Context: an optimization exercise on an open-source flow, tuned for small area. The choices shown serve that exercise and are no tape-out recipe. The RTL was checked by simulation tests, not by an equivalence proof against the original design.

File: run.sh
#!/bin/bash
# synth_recipe.tcl (not shown) runs the flow's synth.tcl, then flattens the netlist and writes it again
# the make line also repeats each setting of config.mk as NAME=value (left out here)
make -C /OpenROAD-flow-scripts/flow DESIGN_CONFIG=/design/flow/config.mk WORK_HOME=/design/flow/orfs CLKGATE_MAP_FILE= SYNTH_SCRIPT=/design/flow/synth_recipe.tcl finish
File: config.mk
export PLATFORM = sky130hd
export DESIGN_NAME = fm_stereo_top
export DESIGN_NICKNAME = fm_stereo_top
export VERILOG_FILES = /design/flow/design.v
export SDC_FILE = /design/flow/constraint.sdc
export NUM_CORES = 4
export LEC_CHECK = 0
export CAP_MARGIN = 20
export CORE_MARGIN = 2
export CORE_UTILIZATION = 40
export SLEW_MARGIN = 20
File: constraint.sdc
create_clock -name core_clock -period 9.0 [get_ports {clock}]
set_input_delay 1.8000 -clock core_clock [delete_from_list [all_inputs] [get_ports {clock}]]
set_output_delay 1.8000 -clock core_clock [all_outputs]
set_load 0.01 [all_outputs]
File: design.v
`default_nettype none
package fm_pkg;
    typedef logic signed [32-1:0] sample_t;
    typedef struct packed {
        sample_t first;
        sample_t second;
    } stereo_pair_t;
    typedef logic signed [(32 - 10)-1:0] dq_t;
    typedef logic signed [((32 - 10) + 2)-1:0] y_t;
    typedef struct packed {
        dq_t first;
        dq_t second;
    } dq_pair_t;
    typedef struct packed {
        y_t first;
        y_t second;
    } y_pair_t;
    function automatic sample_t dequantise(input sample_t a, input sample_t b);
        logic signed [32-1:0] prod;
        prod = a * b;
        dequantise = prod >>> 10;
    endfunction
    function automatic dq_t dq_bits(input sample_t a, input sample_t b);
        logic [32-1:0] prod;
        prod = a * b;
        dq_bits = prod[32-1:10];
    endfunction
endpackage
`default_nettype wire
`default_nettype none
module sample_fifo #(
    parameter int WIDTH = 32,
    parameter int DEPTH = 16
) (
    input  wire logic             clock,
    input  wire logic             i_arst_n,
    input  wire logic             i_wr,
    input  wire logic [WIDTH-1:0] i_din,
    output logic                  o_full,
    input  wire logic             i_rd,
    output logic [WIDTH-1:0]      o_dout,
    output logic                  o_empty
);
    localparam int AW = $clog2(DEPTH);
    logic [WIDTH-1:0] mem [DEPTH];
    logic [AW:0] wr_ptr;
    logic [AW:0] rd_ptr;
    logic        do_wr;
    logic        do_rd;
    assign do_wr = i_wr && !o_full;
    assign do_rd = i_rd && !o_empty;
    always_ff @(posedge clock or negedge i_arst_n) begin
        if (!i_arst_n) begin
            wr_ptr <= '0;
            rd_ptr <= '0;
        end else begin
            if (do_wr) begin
                wr_ptr <= wr_ptr + 1'b1;
            end
            if (do_rd) begin
                rd_ptr <= rd_ptr + 1'b1;
            end
        end
    end
    always_ff @(posedge clock) begin
        if (do_wr) begin
            mem[wr_ptr[AW-1:0]] <= i_din;
        end
    end
    assign o_empty = (wr_ptr == rd_ptr);
    assign o_full  = (wr_ptr[AW] != rd_ptr[AW]) &&
                     (wr_ptr[AW-1:0] == rd_ptr[AW-1:0]);
    assign o_dout = mem[rd_ptr[AW-1:0]];
endmodule
`default_nettype wire
`default_nettype none
module stereo_matrix (
    input  wire logic             clock,
    input  wire logic             i_arst_n,
    input  wire fm_pkg::dq_pair_t i_in_pair,
    input  wire logic             i_in_empty,
    output logic                  o_in_rd,
    output fm_pkg::dq_pair_t      o_out_pair,
    output logic                  o_out_wr,
    input  wire logic             i_out_full
);
    logic valid_q;
    logic drain;
    assign drain = valid_q && !i_out_full;
    assign o_in_rd = !i_in_empty && (!valid_q || drain);
    always_ff @(posedge clock or negedge i_arst_n) begin
        if (!i_arst_n) begin
            valid_q <= 1'b0;
        end else if (o_in_rd) begin
            valid_q <= 1'b1;
        end else if (drain) begin
            valid_q <= 1'b0;
        end
    end
    always_ff @(posedge clock) begin
        if (o_in_rd) begin
            o_out_pair <= i_in_pair;
        end
    end
    assign o_out_wr = valid_q;
endmodule
`default_nettype wire
`default_nettype none
module deemphasis_iir (
    input  wire logic             clock,
    input  wire logic             i_arst_n,
    input  wire fm_pkg::dq_pair_t i_in_pair,
    input  wire logic             i_in_wr,
    output logic                  o_in_full,
    output fm_pkg::y_pair_t       o_out_pair,
    output logic                  o_out_wr,
    input  wire logic             i_out_full
);
    function automatic fm_pkg::y_t iir_step(
        input fm_pkg::dq_t x,
        input fm_pkg::dq_t x1,
        input fm_pkg::y_t  y1
    );
        logic [32-1:0] ny;
        logic [32-1:0] prod;
        fm_pkg::dq_t              fb;
        ny       = ~{{(32 - ((32 - 10) + 2)){y1[((32 - 10) + 2)-1]}}, y1};
        prod     = (ny << 9) + (ny << 7) + (ny << 4) + (ny << 3) + (ny << 1) +
                   -(-32'sd666);
        fb       = prod[32-1:10];
        iir_step = {{2{x[(32 - 10)-1]}}, x} + {{2{x1[(32 - 10)-1]}}, x1} +
                   {{2{fb[(32 - 10)-1]}}, fb};
    endfunction
    logic            valid_q;
    logic            accept;
    logic            drain;
    fm_pkg::dq_t left_x1;
    fm_pkg::y_t  left_y1;
    fm_pkg::dq_t right_x1;
    fm_pkg::y_t  right_y1;
    fm_pkg::y_t  left_y;
    fm_pkg::y_t  right_y;
    assign drain     = valid_q && !i_out_full;
    assign o_in_full = valid_q && i_out_full;
    assign accept    = i_in_wr && !o_in_full;
    assign left_y  = iir_step(i_in_pair.first, left_x1, left_y1);
    assign right_y = iir_step(i_in_pair.second, right_x1, right_y1);
    always_ff @(posedge clock or negedge i_arst_n) begin
        if (!i_arst_n) begin
            valid_q  <= 1'b0;
            left_x1  <= '0;
            left_y1  <= '0;
            right_x1 <= '0;
            right_y1 <= '0;
        end else if (accept) begin
            valid_q  <= 1'b1;
            left_x1  <= i_in_pair.first;
            left_y1  <= left_y;
            right_x1 <= i_in_pair.second;
            right_y1 <= right_y;
        end else if (drain) begin
            valid_q <= 1'b0;
        end
    end
    assign o_out_pair.first  = left_y1;
    assign o_out_pair.second = right_y1;
    assign o_out_wr = valid_q;
endmodule
`default_nettype wire
`default_nettype none
module volume_gain (
    input  wire logic                 clock,
    input  wire logic                 i_arst_n,
    input  wire logic                 i_volume_wr,
    input  wire fm_pkg::sample_t      i_volume,
    input  wire fm_pkg::y_pair_t      i_in_pair,
    input  wire logic                 i_in_wr,
    output logic                      o_in_full,
    output fm_pkg::dq_t               o_left,
    output fm_pkg::dq_t               o_right,
    output logic                      o_out_wr,
    input  wire logic                 i_left_full,
    input  wire logic                 i_right_full
);
    logic            valid_q;
    logic            out_blocked;
    logic            accept;
    fm_pkg::sample_t volume;
    fm_pkg::dq_t     left_gain;
    fm_pkg::dq_t     right_gain;
    assign out_blocked = i_left_full || i_right_full;
    assign o_out_wr    = valid_q && !out_blocked;
    assign o_in_full   = valid_q && out_blocked;
    assign accept      = i_in_wr && !o_in_full;
    always_ff @(posedge clock or negedge i_arst_n) begin
        if (!i_arst_n) begin
            volume <= (32'sd1024);
        end else if (i_volume_wr) begin
            volume <= i_volume;
        end
    end
    always_ff @(posedge clock or negedge i_arst_n) begin
        if (!i_arst_n) begin
            valid_q <= 1'b0;
        end else if (accept) begin
            valid_q <= 1'b1;
        end else if (o_out_wr) begin
            valid_q <= 1'b0;
        end
    end
    function automatic fm_pkg::dq_t gain(input fm_pkg::y_t y, input fm_pkg::sample_t vol);
        logic [32-1:0] prod;
        prod = y[((32 - 10) + 2)-2:0] * vol -
               ({vol[32-((32 - 10) + 2):0], {(((32 - 10) + 2)-1){1'b0}}} & {32{y[((32 - 10) + 2)-1]}});
        gain = prod[32-1:10];
    endfunction
    always_comb begin
        left_gain  = gain(i_in_pair.first, volume);
        right_gain = gain(i_in_pair.second, volume);
    end
    always_ff @(posedge clock) begin
        if (accept) begin
            o_left  <= left_gain;
            o_right <= right_gain;
        end
    end
endmodule
`default_nettype wire
`default_nettype none
module fm_stereo_top (
    input  wire logic                 clock,
    input  wire logic                 i_arst_n,
    input  wire logic                 i_mpx_wr,
    input  wire fm_pkg::stereo_pair_t i_mpx,
    output logic                      o_mpx_full,
    input  wire logic                 i_volume_wr,
    input  wire fm_pkg::sample_t      i_volume,
    input  wire logic                 i_left_rd,
    output fm_pkg::sample_t           o_left_data,
    output logic                      o_left_empty,
    input  wire logic                 i_right_rd,
    output fm_pkg::sample_t           o_right_data,
    output logic                      o_right_empty
);
    fm_pkg::sample_t      mpx_left;
    fm_pkg::sample_t      mpx_right;
    fm_pkg::dq_pair_t     mpx_scaled;
    fm_pkg::dq_pair_t     mpx_pair;
    logic                 mpx_empty;
    logic                 mpx_rd;
    fm_pkg::dq_pair_t     mtx_pair;
    logic                 mtx_wr;
    logic                 mtx_full;
    fm_pkg::y_pair_t      iir_pair;
    logic                 iir_wr;
    logic                 iir_full;
    fm_pkg::dq_t          gain_left;
    fm_pkg::dq_t          gain_right;
    logic                 gain_wr;
    logic                 left_full;
    logic                 right_full;
    fm_pkg::dq_t          left_bits;
    fm_pkg::dq_t          right_bits;
    function automatic fm_pkg::dq_t scale_x(input fm_pkg::sample_t x);
        logic [32-2:0] xs;
        logic [32-2:0] prod;
        xs      = x[32-2:0];
        prod    = (xs << 6) + (xs << 4) + (xs << 3) + xs;
        scale_x = prod[32-2:10-1];
    endfunction
    assign mpx_left   = i_mpx.first + i_mpx.second;
    assign mpx_right  = i_mpx.first - i_mpx.second;
    assign mpx_scaled.first  = scale_x(mpx_left);
    assign mpx_scaled.second = scale_x(mpx_right);
    sample_fifo #(
        .WIDTH(2 * (32 - 10)),
        .DEPTH(16)
    ) u_mpx_fifo (
        .clock   (clock),
        .i_arst_n(i_arst_n),
        .i_wr    (i_mpx_wr),
        .i_din   (mpx_scaled),
        .o_full  (o_mpx_full),
        .i_rd    (mpx_rd),
        .o_dout  (mpx_pair),
        .o_empty (mpx_empty)
    );
    stereo_matrix u_stereo_matrix (
        .clock     (clock),
        .i_arst_n  (i_arst_n),
        .i_in_pair (mpx_pair),
        .i_in_empty(mpx_empty),
        .o_in_rd   (mpx_rd),
        .o_out_pair(mtx_pair),
        .o_out_wr  (mtx_wr),
        .i_out_full(mtx_full)
    );
    deemphasis_iir u_deemphasis_iir (
        .clock     (clock),
        .i_arst_n  (i_arst_n),
        .i_in_pair (mtx_pair),
        .i_in_wr   (mtx_wr),
        .o_in_full (mtx_full),
        .o_out_pair(iir_pair),
        .o_out_wr  (iir_wr),
        .i_out_full(iir_full)
    );
    volume_gain u_volume_gain (
        .clock       (clock),
        .i_arst_n    (i_arst_n),
        .i_volume_wr (i_volume_wr),
        .i_volume    (i_volume),
        .i_in_pair   (iir_pair),
        .i_in_wr     (iir_wr),
        .o_in_full   (iir_full),
        .o_left      (gain_left),
        .o_right     (gain_right),
        .o_out_wr    (gain_wr),
        .i_left_full (left_full),
        .i_right_full(right_full)
    );
    sample_fifo #(
        .WIDTH((32 - 10)),
        .DEPTH(16)
    ) u_left_fifo (
        .clock   (clock),
        .i_arst_n(i_arst_n),
        .i_wr    (gain_wr),
        .i_din   (gain_left),
        .o_full  (left_full),
        .i_rd    (i_left_rd),
        .o_dout  (left_bits),
        .o_empty (o_left_empty)
    );
    sample_fifo #(
        .WIDTH((32 - 10)),
        .DEPTH(16)
    ) u_right_fifo (
        .clock   (clock),
        .i_arst_n(i_arst_n),
        .i_wr    (gain_wr),
        .i_din   (gain_right),
        .o_full  (right_full),
        .i_rd    (i_right_rd),
        .o_dout  (right_bits),
        .o_empty (o_right_empty)
    );
    assign o_left_data  = {{(32 - (32 - 10) - (14 - 10)){left_bits[(32 - 10)-1]}},
                           left_bits, {(14 - 10){1'b0}}};
    assign o_right_data = {{(32 - (32 - 10) - (14 - 10)){right_bits[(32 - 10)-1]}},
                           right_bits, {(14 - 10){1'b0}}};
endmodule
`default_nettype wire
==> notes.md <==
worst reg2reg max path, cell delays in order, from the launching register on:
cell and delay (ns):
dfrtp_1 1.09, nand2_1 0.21, fa_1 0.56, fa_1 0.52, fa_1 0.55, inv_1 0.05
ha_1 0.29, fa_1 0.52, fa_1 0.53, inv_1 0.06, fa_1 0.47, inv_1 0.05
ha_1 0.31, o21a_1 0.20, o21ai_0 0.26, nor2_1 0.08, a21o_1 0.28, o211a_1 0.35
a31oi_2 0.37, o21ai_1 0.18, or4_1 0.48, a31o_2 0.28, a21oi_1 0.18, xnor2_1 0.14
synth_stat cells (5+ instances only):
master     number
a2111oi_0       5
buf_4          21
nor2_1        198
a31oi_1        21
o22ai_1         6
a41oi_1         5
clkbuf_1      275
nor3_1         69
nand2b_1       30
o211ai_1        6
o31ai_1         9
buf_2           6
o21ai_0       105
and3_1         20
xnor2_1       255
o2111ai_1       6
a21oi_1       152
nand2_1       561
nand4_1        25
buf_1          57
nand3_1        23
o21a_1         55
nor2b_1        38
dfrtp_1       156
nor3b_1         9
a211oi_1       20
mux4_2        440
a21o_1         80
xor2_1        109
ha_1          477
mux2_2         87
o21ai_1         5
edfxtp_1     1496
and2_1        586
nor4_1          9
fa_1         1038
a21boi_0        6
or3_1          15
or2_2           5
inv_1        1439
o21bai_1       42
stage by stage:
stage | instance area, um2 | instances | utilization | hold slack (ns)
after global routing | 120500 | 11950 | 0.4458 | 0.5018
after global placement | 114700 | 11610 | 0.4245 | 0.4732
after CTS | 120300 | 11940 | 0.4452 | 0.4919
after floorplan | 108500 | 8050 | - | 0.4604
after detailed placement | 114800 | 11610 | 0.4246 | 0.4808
final | 120500 | 11950 | 0.4459 | 0.4908
state kept, by name (all words and copies together) (netlist names), 24 cells and up:
signal                      cells
u_stereo_matrix.o_out_pair     44
u_right_fifo.mem              352
u_left_fifo.mem               352
u_deemphasis_iir.left_y1       24
u_mpx_fifo.mem                704
u_volume_gain.volume           32
u_deemphasis_iir.right_y1      24
kinds of logic after synthesis:
kind of cell / share of synthesized area
fa+ha+maj: 0.2466
mux: 0.1005
buf+inv: 0.06311
other cells: 0.00003457
flops: 0.4504
compound gates: 0.03550
simple gates: 0.07456
xor+xnor: 0.02939
layout make-up:
cell class / count / share of cell area
timing repair buffer: 355 / 0.02582
clock buffer: 226 / 0.03941
multi-input combinational: 4598 / 0.4401
sequential: 1653 / 0.4057
tap: 3570 / 0.03706
antenna: 7 / 0.0001454
clock inverter: 102 / 0.006987
inverter: 1439 / 0.04482
final timing paths:
path	from	to	slack [ns]	depth (start not counted)
worst min-delay path	u_left_fifo.wr_ptr[4]$_DFFE_PN0P_	u_left_fifo.wr_ptr[4]$_DFFE_PN0P_	0.49	1
max in group asynchronous	i_arst_n	u_mpx_fifo.rd_ptr[0]$_DFFE_PN0P_	6.47	2
min in group asynchronous	i_arst_n	u_deemphasis_iir.left_y1[3]$_DFFE_PN0P_	1.04	1
worst max register to register	u_volume_gain.volume[11]$_DFFE_PN0P_	u_volume_gain.o_right[21]$_DFFE_PP_	0.68	23
worst max-delay path	u_volume_gain.volume[11]$_DFFE_PN0P_	u_volume_gain.o_right[21]$_DFFE_PP_	0.68	23
worst min register to register	u_left_fifo.wr_ptr[4]$_DFFE_PN0P_	u_left_fifo.wr_ptr[4]$_DFFE_PN0P_	0.49	1
routing by layer:
metal	vias to the layer above	part of all wire	wire length (um)	global-route usage
met2	1595	0.51	128600	0.3248
met3	295	0.050	12550	0.02367
met5	-	0.000048	12	0
li1	27400	-	-	-
met1	32690	0.42	106100	0.2459
met4	2	0.021	5326	0.04268
==> results.sh <==
export IMPL_status="complete, no violations"
export IMPL_cp_slowest_cell="dfrtp_1"
export IMPL_portBuffers=158
export IMPL_critPathMaxStageDelay_ns=1.09
export IMPL_antenna_found_initial=6
export IMPL_drt_wl_total_mm=252.6
export IMPL_start_util=0.4013
export IMPL_synth_seq_cells=1653
export IMPL_post_cts_repair_setup_buffers=0
export IMPL_ios=169
export IMPL_clk_latency_ns=0.89
export IMPL_layout_common_cells="edfxtp_1 (1496), inv_1 (1439), fa_1 (1038)"
export IMPL_clock_path_buffers=4
export IMPL_crit_type="reg2reg"
export IMPL_clock_sinks=1653
export IMPL_cts_buffers=182
export IMPL_synth_area_top_cells="edfxtp_1 (41%), fa_1 (19%), mux4_2 (9.1%)"
export IMPL_grt_overflow_total=0
export IMPL_relSlewSlack=0.2264
export IMPL_grt_pass1_vias=67090
export IMPL_dieArea_um2=275400
export IMPL_nets=9846
export IMPL_grt_max_degree=132
export IMPL_synth_edf_count=1496
export IMPL_die_x_um=524.8
export IMPL_ctsResizeCount=0
export IMPL_skew_ns=0.09789
export IMPL_place_gp_congestion=0.8515
export IMPL_wl_per_cell_um=21.13
export IMPL_clock_fmax_mhz=120.2
export IMPL_finalHoldViolCount=0
export IMPL_fp_dieH_um=524.8
export IMPL_synth_largest_area_cell="edfxtp_1"
export IMPL_setup_slack_ns=0.6810
export IMPL_max_cap_violations=0
export IMPL_cts_root_buf="clkbuf_16"
export IMPL_rows=191
export IMPL_worst_pin_slew_ns=1.160
export IMPL_multi_input_area_um2=53040
export IMPL_drt_iter0_drc=4046
export IMPL_endpoint_kind="register"
export IMPL_path_clk_slew_ns=0.06
export IMPL_fin_crit_ns=8.319
export IMPL_final_common_cell="edfxtp_1"
export IMPL_crit_required_ns=9.50
export IMPL_worst_ep_arrival_time_ns=8.82
export IMPL_seqCellArea_um2=48890
export IMPL_hold_path_class="reg2reg"
export IMPL_yosys_warnings=6
export IMPL_path_buf_inv=3
export IMPL_grt_usage=0.1858
export IMPL_drive_gt1_frac=0.1286
export IMPL_dpl_worst_slack_ns=-0.1910
export IMPL_post_synth_num_cell_types=86
export IMPL_crit_path_max_fanout=23
export IMPL_drtPass1Iterations=5
export IMPL_synth_area_um2=108500
export IMPL_htreeDepth=4
export IMPL_cts_tree="done"
export IMPL_num_vias=61980
export IMPL_finalCritPeriodShare=0.9243
export IMPL_yosys_area_top_type_share=0.4141
export IMPL_critPathLaunchType="register"
export IMPL_postSynthAreaPerCell_um2=13.49
export IMPL_synthFlopType="edfxtp_1"
export IMPL_final_fill_count=23950
export IMPL_seq_area_frac_synth=0.4504
export IMPL_timing_setup_tns_ns=0
export IMPL_path_common_cell="fa_1"
export IMPL_netlist_instances=8043
export IMPL_setup_viol_count_final=0
export IMPL_rsz0062_at_grt="no"
export IMPL_ant_nets=0
export IMPL_cts_hold_buf=0
export IMPL_slew_viol_final=0
export IMPL_synthArstFlopShare=0.09498
export IMPL_worst_path_dominant_cell_family="adder cells"
export IMPL_place_hpwl_mm=168.5
export IMPL_area_growth_synth_to_final_pct=11.10
export IMPL_grt_pass1_wl_mm=396.2
export IMPL_drc=0
export IMPL_design_core_area_um2=270300
export IMPL_via_per_inst=5.187
export IMPL_path_cells="nand2_1, fa_1, fa_1, fa_1, inv_1, ha_1, fa_1, fa_1, inv_1, fa_1, inv_1, ha_1, o21a_1, o21ai_0, nor2_1, a21o_1, o211a_1, a31oi_2, o21ai_1, or4_1, a31o_2, a21oi_1, xnor2_1"

[static timing again, ports no longer ideal]
No port has a modelled driver above. Below, the same layout with a new extraction and two added sets of constraints. Step 1: set_driving_cell puts a clkbuf_16 on clock and a buf_2 on each other input, an assumption about the parent block. Step 2 adds t to the input delays and takes it off the output delays; t is the mean of the earliest and latest rising clock arrival at the registers after step 1. Input paths then give back, and output paths get back, about the clock's delay inside the block. a / b / c = no drivers / after step 1 / after step 2; a / b = the first two.
t (ns): 0.926
setup WS [ns]: 0.681 / 0.681 / -0.055
clock arrival spread, ns: 0.112 / 0.112
With both steps, setup timing fails in this run, where it was met with ideal ports. For this run, drivers alone change the setup slack by 0.000 ns; drivers and shift together by -0.736 ns.
